What follows belongs to an exercise in optimizing a design on an open flow for small area, a short achievable clock period and few clock cycles; a production flow would make more cautious choices.
RTL that was checked went through simulation tests only; none was proved equivalent to the original.

Design stroke_dab_interpolator_top, start of the top module:
module stroke_dab_interpolator_top
#(
  parameter int MAX_DABS = 16
) (
  input  logic                     clk_i,
  input  logic                     rst_ni,
  input  logic                     psel,
  input  logic                     penable,
  input  logic                     pwrite,
  input  logic [ADDR_W-1:0]        paddr,
  input  logic [DATA_W-1:0]        pwdata,
  output logic [DATA_W-1:0]        prdata,
  output logic                     pready,
  input  logic                     in_valid_i,
  output logic                     in_ready_o,
  input  logic                     has_previous_i,
  input  logic signed [POS_W-1:0]  start_x_i,
  input  logic signed [POS_W-1:0]  start_y_i,
  input  logic [PRS_W-1:0]         start_pressure_i,
  input  logic signed [POS_W-1:0]  end_x_i,
  input  logic signed [POS_W-1:0]  end_y_i,
  input  logic [PRS_W-1:0]         end_pressure_i,
  output logic                     out_valid_o,
  input  logic                     out_ready_i,
  output logic signed [POS_W-1:0]  dab_x_o,
  output logic signed [POS_W-1:0]  dab_y_o,
  output logic [PRS_W-1:0]         dab_pressure_o,
  output logic [SIZE_W-1:0]        dab_radius_o,
  output logic                     last_o
);
export LEC_CHECK = 0
export CAP_MARGIN = 20
export CORE_MARGIN = 2
export CORE_UTILIZATION = 40
export SLEW_MARGIN = 20
create_clock -name core_clock -period 15.0 [get_ports {clk_i}]
standard.sh (not shown) runs the stock make flow with config.mk's settings and CLKGATE_MAP_FILE= SYNTH_SCRIPT=/design/flow/synth_recipe.tcl, a recipe that flattens the netlist after the stock synthesis.
==> flow/flow/run.sh <==
#!/bin/bash
# Standard layout (the standard.sh: the standard synthesis and ORFS flow, unchanged),
# with repair_timing asked for setup slack margin against the design's clock so that the
# resizer keeps working on the critical paths. Make's output goes to standard.log.
set -euo pipefail
bash standard.sh SETUP_SLACK_MARGIN=8.6 TNS_END_PERCENT=100 finish > standard.log 2>&1
Edit:
--- a/flow/design.v
+++ b/flow/design.v
@@ -207,19 +207,34 @@
     endcase
   end
 endmodule
 import sdi_pkg::*;
 module sdi_mul
 (
-  input  logic [SIZE_W-1:0] size_i,
+  input  logic [7:0]        neg_i,
+  input  logic [7:0]        one_i,
+  input  logic [7:0]        two_i,
   input  logic [PRS_W-1:0]  p_i,
   output logic [SIZE_W-1:0] r_o
 );
-  logic [29:0] prod;
-  assign prod = 30'(size_i) * 30'(p_i[15:0]) + 30'd32768;
-  assign r_o  = p_i[16] ? size_i : prod[16 +: SIZE_W];
+  localparam logic [31:0] K = 32'h8000 - 32'h40000 - 32'h100000 - 32'h400000 - 32'h1000000
+                            - 32'h4000000 - 32'h10000000 - 32'h40000000;
+  logic [18:0] row [8];
+  logic [31:0] acc;
+  always_comb begin
+    for (int i = 0; i < 8; i++) begin
+      row[i] = {~neg_i[i], ((one_i[i] ? {1'b0, p_i} : 18'd0) | (two_i[i] ? {p_i, 1'b0} : 18'd0))
+                           ^ {18{neg_i[i]}}};
+    end
+  end
+  assign acc = K
+             + 32'(row[0]) + (32'(row[1]) << 2) + (32'(row[2]) << 4) + (32'(row[3]) << 6)
+             + (32'(row[4]) << 8) + (32'(row[5]) << 10) + (32'(row[6]) << 12) + (32'(row[7]) << 14)
+             + 32'(neg_i[0]) + (32'(neg_i[1]) << 2) + (32'(neg_i[2]) << 4) + (32'(neg_i[3]) << 6)
+             + (32'(neg_i[4]) << 8) + (32'(neg_i[5]) << 10) + (32'(neg_i[6]) << 12) + (32'(neg_i[7]) << 14);
+  assign r_o = acc[16 +: SIZE_W];
 endmodule
 import sdi_pkg::*;
 module stroke_dab_interpolator_top
 #(
   parameter int MAX_DABS = 16
 ) (
@@ -446,16 +461,29 @@
   assign ya   = lsel ? {start_y_i, n1 ? 4'b0000 : 4'b1000} : ay_q;
   assign yb   = lsel ? dys_n : {{2{dys_q[25]}}, dys_q};
   assign xsum = xa + xb;
   assign ysum = ya + yb;
   assign pb   = lsel ? {{2{dps_n[18]}}, dps_n} : {{2{dps_q[18]}}, dps_q};
   assign psum = pn_q + pb;
+  logic [15:0] sz;
+  logic [7:0]  bneg_q, bone_q, btwo_q;
+  assign sz = {2'b00, size};
+  always_ff @(posedge clk_i) begin
+    for (int i = 0; i < 8; i++) begin
+      bneg_q[i] <= sz[2*i+1] && !(sz[2*i] && ((i == 0) ? 1'b0 : sz[2*i-1]));
+      bone_q[i] <= sz[2*i] ^ ((i == 0) ? 1'b0 : sz[2*i-1]);
+      btwo_q[i] <= (sz[2*i+1] && !sz[2*i] && !((i == 0) ? 1'b0 : sz[2*i-1]))
+                || (!sz[2*i+1] && sz[2*i] && ((i == 0) ? 1'b0 : sz[2*i-1]));
+    end
+  end
   sdi_mul u_mul (
-    .size_i (size),
-    .p_i    (pn_q[20:4]),
-    .r_o    (rad_n)
+    .neg_i (bneg_q),
+    .one_i (bone_q),
+    .two_i (btwo_q),
+    .p_i   (pn_q[20:4]),
+    .r_o   (rad_n)
   );
   always_ff @(posedge clk_i) begin
     if (accept) begin
       dxs_q  <= dxs_n[25:0];
       dys_q  <= dys_n[25:0];
       dps_q  <= dps_n;
The new run ran to the end with no violations.
Final cell count went down by 2.9%.
Routed wire length went down by 4.9%.
Core utilization went up by 0.32 points.
Die area went down by 2.5%.
Design area went down by 2.4%.
Worst setup slack gains 590 ps.
Hold slack gains 8.9 ps.
Testbench counts after the change, summed over its fixed seeds: cycles 5,173.
Only the layout flow was run in the first run of this note; the RTL was not checked for function there.

---

== v28 ==
stroke_dab_interpolator_top, a different RTL version from the one above (not shown whole).
Size: about 4900 cells after synthesis, ~440 flip-flops, ~43000 µm² of cells after synthesis.
==> flow/design.v (excerpt) <==
module stroke_dab_interpolator_top
#(
  parameter int MAX_DABS = 16
) (
  input  logic                     clk_i,
  input  logic                     rst_ni,
  input  logic                     psel,
  input  logic                     penable,
  input  logic                     pwrite,
  input  logic [ADDR_W-1:0]        paddr,
  input  logic [DATA_W-1:0]        pwdata,
  output logic [DATA_W-1:0]        prdata,
  output logic                     pready,
  input  logic                     in_valid_i,
  output logic                     in_ready_o,
  input  logic                     has_previous_i,
  input  logic signed [POS_W-1:0]  start_x_i,
  input  logic signed [POS_W-1:0]  start_y_i,
  input  logic [PRS_W-1:0]         start_pressure_i,
  input  logic signed [POS_W-1:0]  end_x_i,
  input  logic signed [POS_W-1:0]  end_y_i,
  input  logic [PRS_W-1:0]         end_pressure_i,
  output logic                     out_valid_o,
  input  logic                     out_ready_i,
  output logic signed [POS_W-1:0]  dab_x_o,
  output logic signed [POS_W-1:0]  dab_y_o,
  output logic [PRS_W-1:0]         dab_pressure_o,
  output logic [SIZE_W-1:0]        dab_radius_o,
  output logic                     last_o
);
clock: 15.0 ns
lec_check: 0
cap_margin: 20
core_margin: 2
core_utilization: 40
slew_margin: 20
Scripts as last shown in full above: flow/flow/run.sh
Changes in v11 relative to v28:
--- a/flow/design.v
+++ b/flow/design.v
@@ -295,68 +295,61 @@
   logic [3:0]       st_q;
   logic [PRS_W:0]   dp_c;
   logic [PRS_W-1:0] minp_c, lmx;
   logic [POS_W-1:0] ax_c, ay_c;
   logic [18:0]      u_c, v_c;
   logic             big_c, uz_c, vz_c;
   logic [12:0]      lu, lv, lm;
-  logic [14:0]      cs_q;
+  logic [12:0]      ls_q;
   assign dp_c   = {1'b0, eps1} - {1'b0, sps1};
   assign minp_c = dp_c[PRS_W] ? eps1 : sps1;
   assign ax_c   = dx1[POS_W-1:0] ^ {POS_W{dx1[POS_W]}};
   assign ay_c   = dy1[POS_W-1:0] ^ {POS_W{dy1[POS_W]}};
   assign u_c    = (ax_c[18:6] == '0) ? 19'(ax_c[5:0] + 6'(dx1[POS_W])) : ax_c[18:0];
   assign v_c    = (ay_c[18:6] == '0) ? 19'(ay_c[5:0] + 6'(dy1[POS_W])) : ay_c[18:0];
   assign uz_c   = (dx1 == '0);
   assign vz_c   = (dy1 == '0);
   assign big_c  = (|ax_c[POS_W-1:19]) | (|ay_c[POS_W-1:19]);
   assign lmx    = (st_q == ST_IDLE) ? PRS_W'(size) : minp_c;
   sdi_log #(.W(19))    u_lu (.x_i(u_c), .l_o(lu));
   sdi_log #(.W(19))    u_lv (.x_i(v_c), .l_o(lv));
   sdi_log #(.W(PRS_W)) u_lm (.x_i(lmx), .l_o(lm));
   always_ff @(posedge clk_i) begin
-    if (st_q == ST_IDLE) cs_q <= 15'd5632 - {1'b0, lm, 1'b0};
+    if (st_q == ST_IDLE) ls_q <= lm;
   end
   logic [12:0]    lu2, lv2, lm2;
   logic           uz2, vz2, tv2;
   logic [1:0]     tn2;
   always_ff @(posedge clk_i) begin
     lu2 <= lu;
     lv2 <= lv;
     lm2 <= lm;
     uz2 <= uz_c;
     vz2 <= vz_c;
     tv2 <= !hp1 || big_c || (uz_c && vz_c) || size == '0 || minp_c == '0;
     tn2 <= (!hp1 || (!big_c && uz_c && vz_c)) ? N1 : N16;
   end
-  logic signed [14:0] ld, lmax, t;
+  logic signed [14:0] ld, lr, lmax, e;
   logic [12:0]        lad;
   logic [7:0]         gt, gv;
-  logic [16:0]        fa, fb, fc, fs, fcy;
-  logic [17:0]        fw;
-  logic signed [16:0] f;
+  logic signed [16:0] eg;
   assign ld   = 15'(lu2) - 15'(lv2);
+  assign lr   = 15'(lm2) + 15'(ls_q);
   assign lmax = ld[14] ? 15'(lv2) : 15'(lu2);
-  assign t    = lmax - 15'(lm2);
-  assign lad  = ld[14] ? ~ld[12:0] : ld[12:0];
+  assign e    = lmax - lr;
+  assign lad  = ld[14] ? 13'(-ld) : ld[12:0];
   sdi_gtab u_gt (.i_i(lad[9:4]), .g_o(gt));
-  assign gv  = (uz2 || vz2 || (|lad[12:10])) ? 8'd0 : gt;
-  assign fa  = {t[14], t, 1'b0};
-  assign fb  = 17'(gv);
-  assign fc  = {{2{cs_q[14]}}, cs_q};
-  assign fs  = fa ^ fb ^ fc;
-  assign fcy = {(fa[15:0] & fb[15:0]) | (fa[15:0] & fc[15:0]) | (fb[15:0] & fc[15:0]), 1'b0};
-  assign fw  = {fs, 1'b0} + {fcy, 1'b0};
-  assign f   = fw[17:1];
+  assign gv = (uz2 || vz2 || (|lad[12:10])) ? 8'd0 : gt;
+  assign eg = {e[14], e, 1'b0} + 17'(gv);
   logic c16_t, c16_f, c8_t, c8_f;
   always_ff @(posedge clk_i) begin
-    c16_t <= (f >= 17'sd51);        
-    c16_f <= (f <= -17'sd48);       
-    c8_t  <= (f >= -17'sd461);      
-    c8_f  <= (f <= -17'sd560);      
+    c16_t <= (eg >= -17'sd5582);    
+    c16_f <= (eg <= -17'sd5679);    
+    c8_t  <= (eg >= -17'sd6094);    
+    c8_f  <= (eg <= -17'sd6191);    
   end
   logic               fast_ok;
   logic [1:0]         n_fast;
   always_comb begin
     fast_ok = 1'b1;
     if (tv2)                n_fast = tn2;
     else if (c16_t)         n_fast = N16;
### Flow results
Diff v28 -> v11: area after synthesis went down by 2.4%, total routed wire length on the met1 layer has decreased, met2 track utilization from global routing has decreased, first-pass GRT wire length shrank by 9.6%. Fmax: v11 above v28. Average detailed-routed wire length per instance went down by a little under 10% going from v28 to v11. Between v28 and v11, setup fix buffers added after clock tree synthesis decreased.
No run of this note included a check of the RTL's function; only the layout flow was run.

==> re-timing with driven ports <==
Ports are ideal in the flow. The routed layouts listed here were re-timed in OpenROAD.
Step 1: set_driving_cell puts a clkbuf_16 on clk_i and a buf_2 on each other input, an assumption about the parent block.
Step 2 moves the port delays by t, midway between the first and last clock arrival at a register: inputs arrive t later, outputs are due t later. That takes back most of the time a late clock gives input paths.
Slacks: no drivers / after step 1 / after step 2; pairs: no drivers / after step 1.
run | t (ns) | slack for setup (ns) | worst register clock-pin slew, ns
the first run of note 1 | 0.714 | 7.988 / 7.988 / 7.988 | 0.07 / 0.07
the second run of note 1 | 0.729 | 8.575 / 8.509 / 7.982 | 0.07 / 0.07
v28 | 0.713 | 7.768 / 7.768 / 7.768 | 0.07 / 0.07
v11 | 0.708 | 8.145 / 8.145 / 8.041 | 0.07 / 0.07
After both steps every run listed still meets setup and hold. For the second run of note 1, which loses most, drivers alone change the setup slack by -0.066 ns; drivers and shift together by -0.593 ns.
